This design comes from an exercise in tuning for small area and a short achievable clock period on the open sky130 flow, not from production work.
Only simulation tests tie the RTL to the original design; equivalence was not proved.
No driver is modelled on the clock port, so clocking that relies on it looks cheaper here than on a real chip.
Power and IR drop assume default switching activity.

try-yarrow:
==> flow/design.v (excerpt) <==
module fpga_host #(
  parameter int MMIO_ELS       = 16,
  parameter int NBF_MAX_WRITES = 4
) (
  input  wire                                   clk,
  input  wire                                   reset,
  input  wire                                   psel_i,
  input  wire                                   penable_i,
  input  wire                                   pwrite_i,
  input  wire [fpga_host_pkg::CSR_ADDR_W-1:0]   paddr_i,
  input  wire fpga_host_pkg::word_t             pwdata_i,
  output fpga_host_pkg::word_t                  prdata_o,
  output logic                                  pready_o,
  output logic                                  pslverr_o,
  output logic                                  wr_valid_o,
  input  wire                                   wr_ready_i,
  output logic [fpga_host_pkg::NBF_ADDR_W-1:0]  wr_addr_o,
  output logic [fpga_host_pkg::NBF_DATA_W-1:0]  wr_data_o,
  output logic [1:0]                            wr_size_o,
  input  wire                                   wr_done_i,
  output logic                                  bp_in_valid_o,
  input  wire                                   bp_in_ready_i,
  output fpga_host_pkg::word_t                  bp_in_data_o,
  input  wire                                   bp_out_valid_i,
  output logic                                  bp_out_ready_o,
  input  wire fpga_host_pkg::word_t             bp_out_data_i
);
Size: about 3600 flip-flops, about 280 I/O pins, about 130000 um^2 of cells after synthesis.
Settings: LEC_CHECK=0, ABC_CLOCK_PERIOD_IN_PS=2100, CAP_MARGIN=20, CORE_MARGIN=2, CORE_UTILIZATION=65, CTS_CLUSTER_DIAMETER=80, CTS_CLUSTER_SIZE=24, SETUP_SLACK_MARGIN=2.05, SLEW_MARGIN=20; clock period 4.2 ns.
standard.sh (not shown) runs the stock make flow with config.mk's settings and CLKGATE_MAP_FILE= SYNTH_SCRIPT=/design/flow/synth_recipe.tcl, a recipe that flattens the netlist after the stock synthesis.
==> flow/flow/run.sh <==
#!/bin/bash
# The standard layout (the standard.sh, with the standard synthesis unchanged) with:
# - port buffers of a plain buffer cell (buf_2) instead of the one buffer_ports picks;
# - the resizer free to pick any cell size, not only same-footprint ones;
# - before detailed placement, each output port's buffer next to its pin and the register
#   feeding it right behind the buffer (flow/pull_out_regs.tcl);
# - after clock tree synthesis, the clock root buffer split into four, each driving one
#   quadrant of the tree, then legalization and another timing repair (flow/post_cts.tcl).
set -euo pipefail
F="$PWD/flow"
export PRE_DETAIL_PLACE_TCL="$F/pull_out_regs.tcl"
export POST_CTS_TCL="$F/post_cts.tcl"
bash standard.sh MATCH_CELL_FOOTPRINT=0 "BUFFER_PORTS_ARGS=-buffer_cell sky130_fd_sc_hd__buf_2" \
  PRE_DETAIL_PLACE_TCL="$F/pull_out_regs.tcl" POST_CTS_TCL="$F/post_cts.tcl" finish > standard_flow.log 2>&1
==> flow/flow/pull_out_regs.tcl <==
# Before detailed placement: put each output port's buffer next to its pin, and the
# flip-flop that feeds that buffer right behind it, so the register-to-port wire is short.
# Detailed placement then legalizes the moved cells.
set block [ord::get_db_block]
set core [$block getCoreArea]
set cx0 [$core xMin]; set cy0 [$core yMin]; set cx1 [$core xMax]; set cy1 [$core yMax]
set step 4000
set moved 0
proc clampv {v lo hi} { expr {$v < $lo ? $lo : ($v > $hi ? $hi : $v)} }
foreach bt [$block getBTerms] {
  if {[$bt getIoType] ne "OUTPUT"} continue
  set net [$bt getNet]
  if {$net eq "NULL"} continue
  set buf ""
  foreach it [$net getITerms] { if {[$it isOutputSignal]} { set buf [$it getInst] } }
  if {$buf eq ""} continue
  set flop ""
  foreach it [$buf getITerms] {
    if {![$it isInputSignal]} continue
    set n2 [$it getNet]
    if {$n2 eq "NULL"} continue
    foreach it2 [$n2 getITerms] {
      if {[$it2 isOutputSignal]} {
        set c [$it2 getInst]
        if {[string match "*__*df*" [[$c getMaster] getName]]} { set flop $c }
      }
    }
  }
  set bb [$bt getBBox]
  set px [expr {([$bb xMin] + [$bb xMax]) / 2}]
  set py [expr {([$bb yMin] + [$bb yMax]) / 2}]
  # inward direction from the nearest die edge
  set dx 0; set dy 0
  set dl [expr {$px - $cx0}]; set dr [expr {$cx1 - $px}]
  set db [expr {$py - $cy0}]; set dt [expr {$cy1 - $py}]
  set m [expr {min($dl, $dr, $db, $dt)}]
  if {$m == $dl} { set dx 1 } elseif {$m == $dr} { set dx -1 } elseif {$m == $db} { set dy 1 } else { set dy -1 }
  set bx [clampv $px $cx0 [expr {$cx1 - 10000}]]
  set by [clampv $py $cy0 [expr {$cy1 - 3000}]]
  $buf setLocation [expr {$bx + $dx * $step}] [expr {$by + $dy * $step}]
  if {$flop ne ""} {
    $flop setLocation [expr {$bx + $dx * 3 * $step}] [expr {$by + $dy * 3 * $step}]
    incr moved
  }
}
puts "pull_out_regs: moved $moved output registers next to their port buffers"
Other scripts of this flow, unchanged in this note and not shown: flow/flow/post_cts.tcl, flow/flow/split_root.tcl
Setup changes, try-yarrow to try-maple
# try-yarrow
export LEC_CHECK = 0
export ABC_CLOCK_PERIOD_IN_PS = 2100
export CAP_MARGIN = 20
export CORE_MARGIN = 2
export CORE_UTILIZATION = 65
export CTS_CLUSTER_DIAMETER = 80
export CTS_CLUSTER_SIZE = 24
export SETUP_SLACK_MARGIN = 2.05
export SLEW_MARGIN = 20
create_clock -name core_clock -period 4.2 [get_ports {clk}]
# try-maple
export LEC_CHECK = 0
export ABC_CLOCK_PERIOD_IN_PS = 2000
export CAP_MARGIN = 20
export CORE_MARGIN = 2
export CORE_UTILIZATION = 65
export CTS_CLUSTER_DIAMETER = 80
export CTS_CLUSTER_SIZE = 24
export SETUP_SLACK_MARGIN = 2.12
export SLEW_MARGIN = 20
create_clock -name core_clock -period 4.2 [get_ports {clk}]
==> flow/flow/run.sh <==
#!/bin/bash
# The standard layout (the standard.sh, with the standard synthesis unchanged) with:
# - port buffers of a plain buffer cell (buf_4) instead of the one buffer_ports picks;
# - the resizer free to pick any cell size, not only same-footprint ones;
# - before detailed placement, each output port's buffer next to its pin and the register
#   feeding it right behind the buffer (flow/pull_out_regs.tcl);
# - after clock tree synthesis, the clock root buffer split into four, each driving one
#   quadrant of the tree, then legalization and another timing repair (flow/post_cts.tcl).
set -euo pipefail
F="$PWD/flow"
export PRE_DETAIL_PLACE_TCL="$F/pull_out_regs.tcl"
export POST_CTS_TCL="$F/post_cts.tcl"
bash standard.sh MATCH_CELL_FOOTPRINT=0 "BUFFER_PORTS_ARGS=-buffer_cell sky130_fd_sc_hd__buf_4" \
  PRE_DETAIL_PLACE_TCL="$F/pull_out_regs.tcl" POST_CTS_TCL="$F/post_cts.tcl" finish > standard_flow.log 2>&1
## What came out
- Sort try-yarrow and try-maple by hold slack desc -> top: try-yarrow
- Every run (try-yarrow and try-maple) finished clean.
- Status: reported clock group power parity (try-yarrow, try-maple)
- As far as via count is concerned, try-yarrow and try-maple perform about the same.
- Going from try-yarrow to try-maple, register-to-register slack now larger, cell area went up by about 1%.
- try-maple against try-yarrow: total power of the final layout grew by 1.1%; flip-flop and latch share of the layout cell area fell 0.75 points; final design utilization now larger.
- try-maple has proportion of power drawn by the clock network below what try-yarrow had.
The following lists how try-nickel was set up differently from try-maple:
# try-maple
export LEC_CHECK = 0
export ABC_CLOCK_PERIOD_IN_PS = 2000
export CAP_MARGIN = 20
export CORE_MARGIN = 2
export CORE_UTILIZATION = 65
export CTS_CLUSTER_DIAMETER = 80
export CTS_CLUSTER_SIZE = 24
export SETUP_SLACK_MARGIN = 2.12
export SLEW_MARGIN = 20
create_clock -name core_clock -period 4.2 [get_ports {clk}]
# try-nickel
export LEC_CHECK = 0
export ABC_CLOCK_PERIOD_IN_PS = 2100
export CAP_MARGIN = 20
export CORE_MARGIN = 2
export CORE_UTILIZATION = 65
export CTS_CLUSTER_DIAMETER = 80
export CTS_CLUSTER_SIZE = 24
export SETUP_SLACK_MARGIN = 2.05
export SLEW_MARGIN = 20
create_clock -name core_clock -period 4.2 [get_ports {clk}]
-- flow/flow/pull_out_regs.tcl --
<<< try-maple, line 1
# Before detailed placement: put each output port's buffer next to its pin, and the
# flip-flop that feeds that buffer right behind it, so the register-to-port wire is short.
# Detailed placement then legalizes the moved cells.
>>> try-nickel, line 1
# Before detailed placement: put each output port's buffer next to its pin, and the
# flip-flop that feeds that buffer a third of the way from there back to where global
# placement put it, so both its input and its output wire are short; then repair long wires.
# Detailed placement then legalizes the moved cells.
<<< try-maple, line 7
set step 4000
set moved 0
>>> try-nickel, line 8
set step 4000
set frac 0.35
set moved 0
<<< try-maple, line 41
  if {$flop ne ""} {
    $flop setLocation [expr {$bx + $dx * 3 * $step}] [expr {$by + $dy * 3 * $step}]
    incr moved
>>> try-nickel, line 43
  if {$flop ne ""} {
    set fl [$flop getLocation]
    set fx [expr {$bx + $dx * 3 * $step}]; set fy [expr {$by + $dy * 3 * $step}]
    $flop setLocation [expr {int($fx + $frac * ([lindex $fl 0] - $fx))}] [expr {int($fy + $frac * ([lindex $fl 1] - $fy))}]
    incr moved
<<< try-maple, line 46
puts "pull_out_regs: moved $moved output registers next to their port buffers"
>>> try-nickel, line 50
puts "pull_out_regs: moved $moved output registers next to their port buffers"
estimate_parasitics -placement
repair_design_helper
Results
- The worst-margin pin slew reported for try-nickel is smaller than that of try-maple by 0.044 ns.
- try-nickel ends up with a time the final worst path needs with I/O delays and setup that is 0.054 ns higher than in try-maple.
- As of try-nickel, final instance count without filler cells had fallen slightly compared to try-maple.
- Summary of try-nickel over try-maple: wire length went down 1.7%; maximum fanout along the worst path went up by 34; minimum setup slack after placement shows an increase of 0.035 ns; number of cells traversed by the worst hold path dropped 1; xor/xnor share of the synthesized area has remained practically unchanged.
- Relative contribution of combinational cells to total power came out lower on try-nickel than on try-maple.
Edits applied to the flow inputs when going from try-nickel to try-sierra:
-- flow/flow/pull_out_regs.tcl --
<<< try-nickel, line 1
# Before detailed placement: put each output port's buffer next to its pin, and the
# flip-flop that feeds that buffer a third of the way from there back to where global
# placement put it, so both its input and its output wire are short; then repair long wires.
# Detailed placement then legalizes the moved cells.
>>> try-sierra, line 1
# Before detailed placement: put each output port's buffer next to its pin, and the
# flip-flop that feeds that buffer right behind it, so the register-to-port wire is short.
# Detailed placement then legalizes the moved cells.
<<< try-nickel, line 8
set step 4000
set frac 0.35
set moved 0
>>> try-sierra, line 7
set step 4000
set moved 0
<<< try-nickel, line 43
  if {$flop ne ""} {
    set fl [$flop getLocation]
    set fx [expr {$bx + $dx * 3 * $step}]; set fy [expr {$by + $dy * 3 * $step}]
    $flop setLocation [expr {int($fx + $frac * ([lindex $fl 0] - $fx))}] [expr {int($fy + $frac * ([lindex $fl 1] - $fy))}]
    incr moved
>>> try-sierra, line 41
  if {$flop ne ""} {
    $flop setLocation [expr {$bx + $dx * 3 * $step}] [expr {$by + $dy * 3 * $step}]
    incr moved
<<< try-nickel, line 50
puts "pull_out_regs: moved $moved output registers next to their port buffers"
estimate_parasitics -placement
repair_design_helper
>>> try-sierra, line 46
puts "pull_out_regs: moved $moved output registers next to their port buffers"
Results
Any difference in power density relative to cell area between try-nickel and try-sierra is small enough to ignore. Of the two values seen for class of the most critical hold timing path, in -> reg was produced by try-sierra and reg -> reg by try-nickel. Comparing try-nickel against try-sierra, there is no change at all in antenna violation net count after detailed routing. [compare] base=try-nickel new=try-sierra: detailed-placement wirelength estimate went up by 1.4 mm, net total in the final layout was more or less identical, synthesized cell count was more or less identical, final hold slack went up by 0.0051 ns. Between try-nickel and try-sierra, the difference in starting density of the core is negligible. Via density per instance, try-nickel and try-sierra: larger value in try-sierra. try-sierra vs try-nickel: per-cell routed wire length up. On worst setup slack, try-nickel loses to try-sierra.

==> afterwards: timing with drivers on the ports <==
How much do the figures lean on ideal ports? The routed layouts below were timed once more, with nothing changed but the port constraints. Step 1: set_driving_cell puts a clkbuf_16 on clk and a buf_2 on each other input, an assumption about the parent block. Step 2 times the ports against the registers' clock, not the clock port: input delays grow and output delays shrink by t, the midpoint of the rising clock arrivals with the driver on. a / b / c = no drivers / after step 1 / after step 2; a / b = the first two.
run | shift t [ns] | slack for setup (ns) | cell pins on the clock port's net
try-yarrow | 0.789 | 2.009 / 1.959 / 1.425 | 4
try-maple | 0.790 | 2.048 / 1.973 / 1.540 | 4
try-nickel | 0.792 | 1.995 / 1.910 / 1.494 | 4
try-sierra | 0.784 | 2.037 / 1.992 / 1.442 | 4
After both steps every run listed still meets setup and hold. For try-sierra, which loses most, drivers alone change the setup slack by -0.045 ns; drivers and shift together by -0.595 ns.
